This design comes from an exercise in tuning for small area on the open sky130 flow, not from production work.
The RTL was checked by simulation tests, not by an equivalence proof against the original design.
Power and IR drop assume default switching activity.

==> run P: inputs <==
## reg_file_mp
module reg_file_mp
#(
  parameter int XLEN = reg_file_pkg::DEF_XLEN,
  parameter int NREG = reg_file_pkg::DEF_NREG,
  parameter int NRD  = reg_file_pkg::DEF_NRD,
  parameter int NWR  = reg_file_pkg::DEF_NWR
) (
  input  logic                              clk,
  input  logic                              rst,
  input  logic [NWR-1:0]                    we,
  input  logic [NWR*$clog2(NREG)-1:0]       w_addr,
  input  logic [NWR*XLEN-1:0]               w_data,
  input  logic [NRD*$clog2(NREG)-1:0]       r_addr,
  output logic [NRD*XLEN-1:0]               r_data,
  input  logic                              clr_req,
  output logic                              busy
);
==> module reg_file_rd_port, before the edit <==
module reg_file_rd_port (
  input  logic [30:0] sel,
  input  logic [30:0] din,
  input  logic        phase,
  input  logic        rv,
  input  logic        b1,
  input  logic        w1,
  input  logic        b0,
  input  logic        w0,
  output logic        dout
);
  logic [10:0] grp_n;
  for (genvar g = 0; g < 10; g++) begin : g_grp
    reg_file_aoi3 u_aoi (
      .sel (sel[3*g +: 3]),
      .din (din[3*g +: 3]),
      .y   (grp_n[g])
    );
  end
  reg_file_nand #(.N (2)) u_x31 (.a ({sel[30], din[30]}), .y (grp_n[10]));
  logic [2:0] part;
  reg_file_nand #(.N (4)) u_p0 (.a (grp_n[3:0]),  .y (part[0]));
  reg_file_nand #(.N (4)) u_p1 (.a (grp_n[7:4]),  .y (part[1]));
  reg_file_nand #(.N (3)) u_p2 (.a (grp_n[10:8]), .y (part[2]));
  reg_file_rd_or u_or (
    .part  (part),
    .phase (phase),
    .rv    (rv),
    .b1    (b1),
    .w1    (w1),
    .b0    (b0),
    .w0    (w0),
    .y     (dout)
  );
endmodule
==> module reg_file_aoi3, before the edit <==
module reg_file_aoi3 (
  input  logic [2:0] sel,
  input  logic [2:0] din,
  output logic       y
);
  assign y = ~|(sel & din);
endmodule
==> module reg_file_nand, before the edit <==
module reg_file_nand
#(
  parameter int N = 4
) (
  input  logic [N-1:0] a,
  output logic         y
);
  assign y = ~&a;
endmodule
==> module reg_file_rd_or, before the edit <==
module reg_file_rd_or (
  input  logic [2:0] part,
  input  logic       phase,
  input  logic       rv,
  input  logic       b1,
  input  logic       w1,
  input  logic       b0,
  input  logic       w0,
  output logic       y
);
  assign y = (((|part) ^ phase) & rv) | (b1 & w1) | (b0 & w0);
endmodule
==> module reg_file_wbit, before the edit <==
module reg_file_wbit (
  input  logic s1,
  input  logic w1,
  input  logic s0,
  input  logic w0,
  input  logic h,
  input  logic q,
  output logic d
);
  assign d = ~((s1 & w1) | (s0 & w0) | (h & q));
endmodule
==> module reg_file_mp, before the edit <==
module reg_file_mp
#(
  parameter int XLEN = reg_file_pkg::DEF_XLEN,
  parameter int NREG = reg_file_pkg::DEF_NREG,
  parameter int NRD  = reg_file_pkg::DEF_NRD,
  parameter int NWR  = reg_file_pkg::DEF_NWR
) (
  input  logic                              clk,
  input  logic                              rst,
  input  logic [NWR-1:0]                    we,
  input  logic [NWR*$clog2(NREG)-1:0]       w_addr,
  input  logic [NWR*XLEN-1:0]               w_data,
  input  logic [NRD*$clog2(NREG)-1:0]       r_addr,
  output logic [NRD*XLEN-1:0]               r_data,
  input  logic                              clr_req,
  output logic                              busy
);
  localparam int AW = $clog2(NREG);
  logic [NREG-1:1][XLEN-1:0] regs;    
  logic [AW-1:0]   cnt;
  logic            phase;
  always_ff @(posedge clk) begin
    if (rst || (!busy && clr_req)) begin
      cnt  <= AW'(1);
      busy <= 1'b1;
    end else if (busy) begin
      cnt <= cnt + AW'(1);
      if (cnt == AW'(NREG - 1)) busy <= 1'b0;
    end
  end
  always_ff @(posedge clk) phase <= !rst && !phase;
  logic zero_view;
  assign zero_view = rst || busy;
  logic [NREG-1:1] hit [NWR];
  logic [NREG-1:1] s1, s0, hold;
  always_comb begin
    for (int k = 0; k < NWR; k++)
      for (int i = 1; i < NREG; i++)
        hit[k][i] = we[k] && (w_addr[k*AW +: AW] == AW'(i));
    for (int i = 1; i < NREG; i++) begin
      s1[i]   = zero_view || hit[1][i];
      s0[i]   = !zero_view && hit[0][i] && !hit[1][i];
      hold[i] = !zero_view && !hit[0][i] && !hit[1][i];
    end
  end
  logic [XLEN-1:0] w0x, w1x;
  assign w0x = w_data[0 +: XLEN] ^ {XLEN{phase}};
  assign w1x = (w_data[XLEN +: XLEN] & {XLEN{!zero_view}}) ^ {XLEN{phase}};
  logic [NREG-1:1][XLEN-1:0] regs_d;
  for (genvar i = 1; i < NREG; i++) begin : g_reg
    for (genvar b = 0; b < XLEN; b++) begin : g_bit
      reg_file_wbit u_w (
        .s1 (s1[i]),
        .w1 (w1x[b]),
        .s0 (s0[i]),
        .w0 (w0x[b]),
        .h  (hold[i]),
        .q  (regs[i][b]),
        .d  (regs_d[i][b])
      );
    end
  end
  always_ff @(posedge clk) regs <= regs_d;
  for (genvar j = 0; j < NRD; j++) begin : g_rd
    logic [AW-1:0]  ra;
    logic [NWR-1:0] byp;
    logic [30:0]    sel;
    logic           rv, b1, b0;
    assign ra = r_addr[j*AW +: AW];
    always_comb begin
      for (int k = 0; k < NWR; k++) byp[k] = we[k] && (w_addr[k*AW +: AW] == ra);
      for (int i = 1; i < NREG; i++)
        sel[i-1] = (ra == AW'(i));
      rv = !zero_view && (ra != '0) && !byp[0] && !byp[1];
      b1 = !zero_view && (ra != '0) && byp[1];
      b0 = !zero_view && (ra != '0) && byp[0] && !byp[1];
    end
    for (genvar b = 0; b < XLEN; b++) begin : g_bit
      logic [30:0] din;
      always_comb
        for (int i = 1; i < NREG; i++) din[i-1] = regs[i][b];
      reg_file_rd_port u_rd (
        .sel   (sel),
        .din   (din),
        .phase (phase),
        .rv    (rv),
        .b1    (b1),
        .w1    (w_data[XLEN + b]),
        .b0    (b0),
        .w0    (w_data[b]),
        .dout  (r_data[j*XLEN + b])
      );
    end
  end
endmodule
Settings: LEC_CHECK=0, CAP_MARGIN=20, CELL_PAD_IN_SITES_DETAIL_PLACEMENT=2, CELL_PAD_IN_SITES_GLOBAL_PLACEMENT=2, CORE_MARGIN=2, CORE_UTILIZATION=25, PLACE_DENSITY=0.35, SLEW_MARGIN=20, SYNTH_HIERARCHICAL=1; clock period 5.5 ns.
run.sh (not shown) runs the stock make flow with config.mk's settings and CLKGATE_MAP_FILE= SYNTH_SCRIPT=/design/flow/synth_recipe.tcl, a recipe that flattens the netlist after the stock synthesis.
==> inputs of run H, as changes to run P <==
==> flow/design.v (replaced) <==
package reg_file_pkg;
  localparam int DEF_XLEN = 32;
  localparam int DEF_NREG = 32;
  localparam int DEF_NRD  = 2;
  localparam int DEF_NWR  = 2;
  typedef enum logic {
    IDLE  = 1'b0,
    CLEAR = 1'b1
  } clr_state_e;
endpackage
module reg_file_rd_port
#(
  parameter int XLEN = reg_file_pkg::DEF_XLEN,
  parameter int AW   = 5,
  parameter int NWR  = reg_file_pkg::DEF_NWR
) (
  input  logic [AW-1:0]       addr,
  input  logic                zero,
  input  logic [XLEN-1:0]     stored,
  input  logic [NWR-1:0]      we,
  input  logic [NWR*AW-1:0]   w_addr,
  input  logic [NWR*XLEN-1:0] w_data,
  output logic [XLEN-1:0]     data
);
  always_comb begin
    data = stored;
    for (int k = 0; k < NWR; k++) begin
      if (we[k] && (w_addr[k*AW +: AW] == addr)) begin
        data = w_data[k*XLEN +: XLEN];
      end
    end
    if (zero || (addr == '0)) begin
      data = '0;
    end
  end
endmodule
module reg_file_mp
#(
  parameter int XLEN = reg_file_pkg::DEF_XLEN,
  parameter int NREG = reg_file_pkg::DEF_NREG,
  parameter int NRD  = reg_file_pkg::DEF_NRD,
  parameter int NWR  = reg_file_pkg::DEF_NWR
) (
  input  logic                              clk,
  input  logic                              rst,
  input  logic [NWR-1:0]                    we,
  input  logic [NWR*$clog2(NREG)-1:0]       w_addr,
  input  logic [NWR*XLEN-1:0]               w_data,
  input  logic [NRD*$clog2(NREG)-1:0]       r_addr,
  output logic [NRD*XLEN-1:0]               r_data,
  input  logic                              clr_req,
  output logic                              busy
);
  localparam int AW = $clog2(NREG);
  logic [XLEN-1:0] regs [NREG];
  reg_file_pkg::clr_state_e state;
  logic [AW-1:0]   cnt;
  always_ff @(posedge clk) begin
    if (rst) begin
      state <= reg_file_pkg::CLEAR;
      cnt   <= AW'(1);
      busy  <= 1'b1;
    end else begin
      case (state)
        reg_file_pkg::IDLE: begin
          if (clr_req) begin
            state <= reg_file_pkg::CLEAR;
            cnt   <= AW'(1);
            busy  <= 1'b1;
          end
        end
        reg_file_pkg::CLEAR: begin
          cnt <= cnt + AW'(1);
          if (cnt == AW'(NREG - 1)) begin
            state <= reg_file_pkg::IDLE;
            busy  <= 1'b0;
          end
        end
        default: begin
          state <= reg_file_pkg::IDLE;
          busy  <= 1'b0;
        end
      endcase
    end
  end
  logic [NWR:0]    wen;
  logic [AW-1:0]   wadr_x [NWR+1];
  logic [XLEN-1:0] wdat_x [NWR+1];
  always_comb begin
    for (int k = 0; k < NWR; k++) begin
      wen[k]    = we[k] && (w_addr[k*AW +: AW] != '0) && !busy && !rst;
      wadr_x[k] = w_addr[k*AW +: AW];
      wdat_x[k] = w_data[k*XLEN +: XLEN];
    end
    wen[NWR]    = busy && !rst;
    wadr_x[NWR] = cnt;
    wdat_x[NWR] = '0;
  end
  always_ff @(posedge clk) begin
    for (int k = 0; k <= NWR; k++) begin
      if (wen[k]) begin
        regs[wadr_x[k]] <= wdat_x[k];
      end
    end
  end
  logic zero_view;
  assign zero_view = rst || busy;
  for (genvar j = 0; j < NRD; j++) begin : g_rd
    logic [XLEN-1:0] stored;
    assign stored = regs[r_addr[j*AW +: AW]];
    reg_file_rd_port #(
      .XLEN (XLEN),
      .AW   (AW),
      .NWR  (NWR)
    ) u_rd (
      .addr   (r_addr[j*AW +: AW]),
      .zero   (zero_view),
      .stored (stored),
      .we     (we),
      .w_addr (w_addr),
      .w_data (w_data),
      .data   (r_data[j*XLEN +: XLEN])
    );
  end
endmodule
==> flow/config.mk (replaced) <==
export PLATFORM = sky130hd
export DESIGN_NAME = reg_file_mp
export DESIGN_NICKNAME = reg_file_mp
export VERILOG_FILES = /design/flow/design.v
export SDC_FILE = /design/flow/constraint.sdc
export NUM_CORES = 4
export LEC_CHECK = 0
export CAP_MARGIN = 20
export CORE_MARGIN = 2
export CORE_UTILIZATION = 40
export SLEW_MARGIN = 20
==> summary.txt <==
Outcome
  • Status: failed layout checks
  • SO Faults: negative setup slack

Timing
  • Final setup fails: 3
  • Final WS setup: -0.0344 ns

Power
  • Seq pwr: ~8.2 mW
The numbers above come from run P.

==> summary.txt <==
Setup path
  • Arrival time at the worst endpoint: about 4.3 ns
  • Critical path's top delay family: buffers and inverters

Detailed routing
  • Detailed Route WL: 244 mm

Floorplan
  • Die width: 393 um

Timing
  • Final WS setup: 0.124 ns
  • Final setup fails: 0

Outcome
  • Status: finished clean

Clock tree
  • CTS Buffer Depth: 3

Power
  • Seq pwr: 8.76 mW
The numbers above come from run H.

-- re-timing with driven ports --
Ports are ideal in the flow. The routed layouts listed here were re-timed in OpenROAD. Step 1 (the two cells are an assumption about what drives the block):
set clk [get_ports {clk}]
set_driving_cell -lib_cell sky130_fd_sc_hd__clkbuf_16 $clk
set_driving_cell -lib_cell sky130_fd_sc_hd__buf_2 [delete_from_list [all_inputs] $clk]
Step 2 adds t to the input delays and takes it off the output delays; t is the mean of the earliest and latest rising clock arrival at the registers after step 1. Input paths then give back, and output paths get back, about the clock's delay inside the block. Three values: ideal ports, drivers, drivers and shift; two values: the first two.
run | t (ns) | setup WS [ns] | slew at the worst register clock pin (ns)
run P | 0.889 | -0.034 / -0.089 / -0.089 | 0.07 / 0.07
run H | 0.828 | 0.124 / 0.087 / 0.087 | 0.07 / 0.07
For run P, which loses most, drivers alone change the setup slack by -0.055 ns; drivers and shift together by -0.055 ns.
